Context: an optimization exercise on an open-source flow, tuned for small area, a short achievable clock period and few clock cycles per item. The choices shown serve that exercise and are no tape-out recipe.
Function was checked by simulation only, so behaviour that the tests miss may differ from the original.
Power is estimated from default activity; no workload was simulated.

v6:
==> flow/design.v (excerpt) <==
module dmem_ctrl
#(
  parameter  int DEPTH       = 64,
  parameter  int WAIT_STATES = 0,
  localparam int ADDR_W      = $clog2(DEPTH) + 2
) (
  input  logic              clk,
  input  logic              rst_n,
  input  logic              req_valid,
  output logic              req_ready,
  input  logic              req_we,
  input  logic [2:0]        req_funct3,
  input  logic [ADDR_W-1:0] req_addr,
  input  logic [31:0]       req_wdata,
  output logic              rsp_valid,
  input  logic              rsp_ready,
  output logic [31:0]       rsp_rdata,
  output logic              rsp_err
);
==> module dmem_rd_bit, before the edit <==
module dmem_rd_bit
(
  input  logic [63:0] d_n,
  input  logic [63:0] sel_n,
  output logic        y
);
  logic [31:0] l1;
  logic [15:0] l2;
  logic [7:0]  l3;
  logic [3:0]  l4;
  for (genvar k = 0; k < 32; k++) begin : g_l1
    dmem_g_oai22 u (.a1(d_n[2*k]), .a2(sel_n[2*k]), .b1(d_n[2*k+1]), .b2(sel_n[2*k+1]), .y(l1[k]));
  end
  for (genvar j = 0; j < 16; j++) begin : g_l2
    dmem_g_nor2 u (.a(l1[2*j]), .b(l1[2*j+1]), .y(l2[j]));
  end
  for (genvar j = 0; j < 8; j++) begin : g_l3
    dmem_g_nand2 u (.a(l2[2*j]), .b(l2[2*j+1]), .y(l3[j]));
  end
  for (genvar j = 0; j < 4; j++) begin : g_l4
    dmem_g_nor2 u (.a(l3[2*j]), .b(l3[2*j+1]), .y(l4[j]));
  end
  dmem_g_nand4 u_l5 (.a(l4[0]), .b(l4[1]), .c(l4[2]), .d(l4[3]), .y(y));
endmodule
==> module dmem_sel, before the edit <==
module dmem_sel
(
  input  logic [5:0]   idx,
  input  logic [3:0]   wbe_n,
  output logic [255:0] sel_n,
  output logic [255:0] we
);
  logic [7:0] lo;
  logic [7:0] hi;
  always_comb begin
    for (int k = 0; k < 8; k++) begin
      lo[k] = (idx[2:0] == 3'(k));
      hi[k] = (idx[5:3] == 3'(k));
    end
  end
  for (genvar i = 0; i < 64; i++) begin : g_w
    for (genvar b = 0; b < 4; b++) begin : g_b
      dmem_g_nand2 u_sn (.a(hi[i/8]), .b(lo[i%8]), .y(sel_n[4*i+b]));
      dmem_g_nor2  u_we (.a(sel_n[4*i+b]), .b(wbe_n[b]), .y(we[4*i+b]));
    end
  end
endmodule
==> module dmem_ctrl, before the edit <==
module dmem_ctrl
#(
  parameter  int DEPTH       = 64,
  parameter  int WAIT_STATES = 0,
  localparam int ADDR_W      = $clog2(DEPTH) + 2
) (
  input  logic              clk,
  input  logic              rst_n,
  input  logic              req_valid,
  output logic              req_ready,
  input  logic              req_we,
  input  logic [2:0]        req_funct3,
  input  logic [ADDR_W-1:0] req_addr,
  input  logic [31:0]       req_wdata,
  output logic              rsp_valid,
  input  logic              rsp_ready,
  output logic [31:0]       rsp_rdata,
  output logic              rsp_err
);
  localparam int IDX_W = ADDR_W - 2;
  logic               s2_v;
  logic               s2_zero;
  logic               s2_err;
  logic [2:0]         s2_f3;
  logic [1:0]         s2_lo;
  logic [31:0]        s2_raw;
  logic               s3_v;
  logic               s3_err;
  logic [31:0]        s3_rdata;
  logic               sk_v;
  logic               sk_err;
  logic [31:0]        sk_rdata;
  logic               r_ready;
  logic [31:0]        r_mem_n [0:DEPTH-1];    
  logic               w_take;
  logic               w_accept;
  logic               w_s2_move;
  logic               w_s3_load;
  logic               w_sk_load;
  logic               w_s2_v_nxt;
  logic               w_s3_v_nxt;
  logic               w_sk_v_nxt;
  logic [IDX_W-1:0]   w_idx;
  logic [3:0]         w_byte_en;
  logic [31:0]        w_wdata_lane;
  logic               w_err;
  logic [31:0]        w_rd;
  logic [31:0]        w_rdata_ext;
  assign req_ready = r_ready;
  assign rsp_valid = s3_v;
  assign rsp_rdata = s3_rdata;
  assign rsp_err   = s3_err;
  assign w_take    = s3_v && rsp_ready;
  assign w_accept  = req_valid && r_ready;
  assign w_s2_move = s2_v && !(s3_v && sk_v && !w_take);
  assign w_s3_load = !s3_v || w_take;
  assign w_sk_load = w_s2_move && (sk_v || (s3_v && !w_take));
  always_comb begin
    w_s3_v_nxt = s3_v;
    w_sk_v_nxt = sk_v;
    if (w_s3_load) begin
      w_s3_v_nxt = sk_v || s2_v;
      w_sk_v_nxt = sk_v && s2_v;
    end else if (w_s2_move) begin
      w_sk_v_nxt = 1'b1;
    end
    w_s2_v_nxt = w_accept || (s2_v && !w_s2_move);
  end
  always_ff @(posedge clk or negedge rst_n) begin
    if (!rst_n) begin
      s2_v    <= 1'b0;
      s3_v    <= 1'b0;
      sk_v    <= 1'b0;
      r_ready <= 1'b0;
    end else begin
      s2_v    <= w_s2_v_nxt;
      s3_v    <= w_s3_v_nxt;
      sk_v    <= w_sk_v_nxt;
      r_ready <= !(w_s2_v_nxt && w_s3_v_nxt && w_sk_v_nxt);
    end
  end
  assign w_idx = req_addr[ADDR_W-1:2];
  dmem_lane_fmt u_lane_fmt (
    .we         (req_we),
    .funct3     (req_funct3),
    .addr_lo    (req_addr[1:0]),
    .wdata      (req_wdata),
    .byte_en    (w_byte_en),
    .wdata_lane (w_wdata_lane),
    .err        (w_err)
  );
  logic [255:0]     w_sel_n;
  logic [255:0]     w_we;
  logic [3:0]       w_wbe_n;
  assign w_wbe_n = ~(w_byte_en & {4{w_accept}});
  dmem_sel u_sel (
    .idx   (w_idx),
    .wbe_n (w_wbe_n),
    .sel_n (w_sel_n),
    .we    (w_we)
  );
  for (genvar b = 0; b < 32; b++) begin : g_rd
    logic [63:0] d;
    logic [63:0] s;
    for (genvar i = 0; i < DEPTH; i++) begin : g_d
      assign d[i] = r_mem_n[i][b];
      assign s[i] = w_sel_n[4*i + b/8];
    end
    dmem_rd_bit u_rd (.d_n(d), .sel_n(s), .y(w_rd[b]));
  end
  always_ff @(posedge clk) begin
    for (int i = 0; i < DEPTH; i++) begin
      for (int b = 0; b < 4; b++) begin
        if (w_we[4*i+b]) r_mem_n[i][8*b +: 8] <= ~w_wdata_lane[8*b +: 8];
      end
    end
  end
  always_ff @(posedge clk) begin
    if (w_accept) begin
      s2_raw  <= w_rd;
      s2_err  <= w_err;
      s2_zero <= w_err | req_we;
      s2_f3   <= req_funct3;
      s2_lo   <= req_addr[1:0];
    end
  end
  dmem_load_ext u_load_ext (
    .zero      (s2_zero),
    .funct3    (s2_f3),
    .addr_lo   (s2_lo),
    .rdata_raw (s2_raw),
    .rdata_ext (w_rdata_ext)
  );
  always_ff @(posedge clk) begin
    if (w_s3_load) begin
      s3_rdata <= sk_v ? sk_rdata : w_rdata_ext;
      s3_err   <= sk_v ? sk_err   : s2_err;
    end
    if (w_sk_load) begin
      sk_rdata <= w_rdata_ext;
      sk_err   <= s2_err;
    end
  end
endmodule
clock: 5.0 ns
lec_check: 0
cap_margin: 20
core_margin: 2
core_utilization: 60
cts_cluster_diameter: 80
cts_cluster_size: 25
setup_slack_margin: 2.6
slew_margin: 20
synth_hierarchical: 1
run.sh (not shown) runs the stock make flow with config.mk's settings and CLKGATE_MAP_FILE= SYNTH_SCRIPT=/design/flow/synth_recipe.tcl, a recipe that flattens the netlist after the stock synthesis.
Testbench counts of v6, summed over its fixed seeds: cycles 16,016, items 16,000.
diff inputs: v6 => v7
==> flow/design.v, changed modules only <==
module dmem_rd_bit
(
  input  logic [63:0] d,
  input  logic [63:0] sel_n,
  output logic        y
);
  logic [31:0] l1;
  logic [15:0] l2;
  logic [3:0]  l3;
  for (genvar k = 0; k < 32; k++) begin : g_l1
    dmem_g_oai22 u (.a1(d[2*k]), .a2(sel_n[2*k]), .b1(d[2*k+1]), .b2(sel_n[2*k+1]), .y(l1[k]));
  end
  for (genvar j = 0; j < 16; j++) begin : g_l2
    dmem_g_nor2 u (.a(l1[2*j]), .b(l1[2*j+1]), .y(l2[j]));
  end
  for (genvar j = 0; j < 4; j++) begin : g_l3
    dmem_g_nand4 u (.a(l2[4*j]), .b(l2[4*j+1]), .c(l2[4*j+2]), .d(l2[4*j+3]), .y(l3[j]));
  end
  dmem_g_nor4 u_l4 (.a(l3[0]), .b(l3[1]), .c(l3[2]), .d(l3[3]), .y(y));
endmodule
module dmem_sel
(
  input  logic [5:0]   idx,
  input  logic [3:0]   wbe_n,
  output logic [63:0]  sel_n,
  output logic [255:0] we
);
  logic [7:0] lo;
  logic [7:0] hi;
  always_comb begin
    for (int k = 0; k < 8; k++) begin
      lo[k] = (idx[2:0] == 3'(k));
      hi[k] = (idx[5:3] == 3'(k));
    end
  end
  for (genvar i = 0; i < 64; i++) begin : g_w
    dmem_g_nand2 u_sn (.a(hi[i/8]), .b(lo[i%8]), .y(sel_n[i]));
    for (genvar b = 0; b < 4; b++) begin : g_b
      dmem_g_nor2 u_we (.a(sel_n[i]), .b(wbe_n[b]), .y(we[4*i+b]));
    end
  end
endmodule
module dmem_ctrl
#(
  parameter  int DEPTH       = 64,
  parameter  int WAIT_STATES = 0,
  localparam int ADDR_W      = $clog2(DEPTH) + 2
) (
  input  logic              clk,
  input  logic              rst_n,
  input  logic              req_valid,
  output logic              req_ready,
  input  logic              req_we,
  input  logic [2:0]        req_funct3,
  input  logic [ADDR_W-1:0] req_addr,
  input  logic [31:0]       req_wdata,
  output logic              rsp_valid,
  input  logic              rsp_ready,
  output logic [31:0]       rsp_rdata,
  output logic              rsp_err
);
  localparam int IDX_W = ADDR_W - 2;
  logic               s2_v;
  logic               s2_zero;
  logic               s2_err;
  logic [2:0]         s2_f3;
  logic [1:0]         s2_lo;
  logic [31:0]        s2_raw;
  logic               s3_v;
  logic               s3_err;
  logic [31:0]        s3_rdata;
  logic               sk_v;
  logic               sk_err;
  logic [31:0]        sk_rdata;
  logic               r_ready;
  logic [31:0]        r_mem [0:DEPTH-1];
  logic               w_take;
  logic               w_accept;
  logic               w_s2_move;
  logic               w_s3_load;
  logic               w_sk_load;
  logic               w_s2_v_nxt;
  logic               w_s3_v_nxt;
  logic               w_sk_v_nxt;
  logic [IDX_W-1:0]   w_idx;
  logic [3:0]         w_byte_en;
  logic [31:0]        w_wdata_lane;
  logic               w_err;
  logic [31:0]        w_rd;
  logic [31:0]        w_rdata_ext;
  assign req_ready = r_ready;
  assign rsp_valid = s3_v;
  assign rsp_rdata = s3_rdata;
  assign rsp_err   = s3_err;
  assign w_take    = s3_v && rsp_ready;
  assign w_accept  = req_valid && r_ready;
  assign w_s2_move = s2_v && !(s3_v && sk_v && !w_take);
  assign w_s3_load = !s3_v || w_take;
  assign w_sk_load = w_s2_move && (sk_v || (s3_v && !w_take));
  always_comb begin
    w_s3_v_nxt = s3_v;
    w_sk_v_nxt = sk_v;
    if (w_s3_load) begin
      w_s3_v_nxt = sk_v || s2_v;
      w_sk_v_nxt = sk_v && s2_v;
    end else if (w_s2_move) begin
      w_sk_v_nxt = 1'b1;
    end
    w_s2_v_nxt = w_accept || (s2_v && !w_s2_move);
  end
  always_ff @(posedge clk or negedge rst_n) begin
    if (!rst_n) begin
      s2_v    <= 1'b0;
      s3_v    <= 1'b0;
      sk_v    <= 1'b0;
      r_ready <= 1'b0;
    end else begin
      s2_v    <= w_s2_v_nxt;
      s3_v    <= w_s3_v_nxt;
      sk_v    <= w_sk_v_nxt;
      r_ready <= !(w_s2_v_nxt && w_s3_v_nxt && w_sk_v_nxt);
    end
  end
  assign w_idx = req_addr[ADDR_W-1:2];
  dmem_lane_fmt u_lane_fmt (
    .we         (req_we),
    .funct3     (req_funct3),
    .addr_lo    (req_addr[1:0]),
    .wdata      (req_wdata),
    .byte_en    (w_byte_en),
    .wdata_lane (w_wdata_lane),
    .err        (w_err)
  );
  logic [63:0]      w_sel_n;
  logic [255:0]     w_we;
  logic [3:0]       w_wbe_n;
  assign w_wbe_n = ~(w_byte_en & {4{w_accept}});
  dmem_sel u_sel (
    .idx   (w_idx),
    .wbe_n (w_wbe_n),
    .sel_n (w_sel_n),
    .we    (w_we)
  );
  for (genvar b = 0; b < 32; b++) begin : g_rd
    logic [63:0] d;
    for (genvar i = 0; i < DEPTH; i++) begin : g_d
      assign d[i] = r_mem[i][b];
    end
    dmem_rd_bit u_rd (.d(d), .sel_n(w_sel_n), .y(w_rd[b]));
  end
  always_ff @(posedge clk) begin
    for (int i = 0; i < DEPTH; i++) begin
      for (int b = 0; b < 4; b++) begin
        if (w_we[4*i+b]) r_mem[i][8*b +: 8] <= w_wdata_lane[8*b +: 8];
      end
    end
  end
  always_ff @(posedge clk) begin
    if (w_accept) begin
      s2_raw  <= w_rd;
      s2_err  <= w_err;
      s2_zero <= w_err | req_we;
      s2_f3   <= req_funct3;
      s2_lo   <= req_addr[1:0];
    end
  end
  dmem_load_ext u_load_ext (
    .zero      (s2_zero),
    .funct3    (s2_f3),
    .addr_lo   (s2_lo),
    .rdata_raw (s2_raw),
    .rdata_ext (w_rdata_ext)
  );
  always_ff @(posedge clk) begin
    if (w_s3_load) begin
      s3_rdata <= sk_v ? sk_rdata : w_rdata_ext;
      s3_err   <= sk_v ? sk_err   : s2_err;
    end
    if (w_sk_load) begin
      sk_rdata <= w_rdata_ext;
      sk_err   <= s2_err;
    end
  end
endmodule
--- outcome ---
- v7 completed end to end with timing, DRC and antenna clean.
- A category of the critical setup timing path of input pin to flop is what v7 shows, while flop to output port belongs to v6.
- Sort v7 and v6 by post-synthesis to final-layout area growth desc -> top: v7
- Synthesized cell count went down by a little under 10% going from v6 to v7.
- Compared with v6, in v7 number of vias after detailed routing decreased by 1.2% relative to the old numbers; total nets after synthesis decreased by 487 relative to the old numbers; clock buffer count in the final layout decreased by about 7% relative to the old numbers; clock period minus worst slack increased by 97 ps relative to the old numbers; wire length of the first global-routing pass increased by about 1.5% relative to the old numbers.
- Internal power, v7 and v6, lower one = v7.
- Delta (v7 minus v6): fraction of area in multi-input gates has decreased; xor and xnor fraction of the mapped netlist area ~0 delta; count of plain and timing-repair buffers went up; die height dropped about 0.9%.
- v7 gives more critical-path maximum fanout than v6 did.
Testbench counts of v7, summed over its fixed seeds: cycles 16,016, items 16,000.

[port drivers added, routing unchanged]
No port has a modelled driver above. Below, the same layouts with a new extraction and two added sets of constraints.
Step 1: set_driving_cell puts a clkbuf_16 on clk and a buf_2 on each other input, an assumption about the parent block.
Step 2, shift: input delay + t, output delay - t, t = (earliest + latest rising clock arrival at the registers) / 2. This alone moves slack from input paths to output paths.
Slacks: no drivers / after step 1 / after step 2; pairs: no drivers / after step 1.
| run | t, ns | setup slack, ns | worst setup path after step 2 | worst register clock-pin slew, ns |
|---|---|---|---|---|
| v6 | 0.811 | 2.467 / 2.387 / 1.741 | input to register | 0.10 / 0.10 |
| v7 | 0.808 | 2.371 / 2.399 / 1.591 | input to register | 0.10 / 0.10 |
After both steps setup and hold are still met in every run listed. The setup slack of v7, which loses most, moves by +0.028 ns with the drivers and by -0.780 ns with both steps.
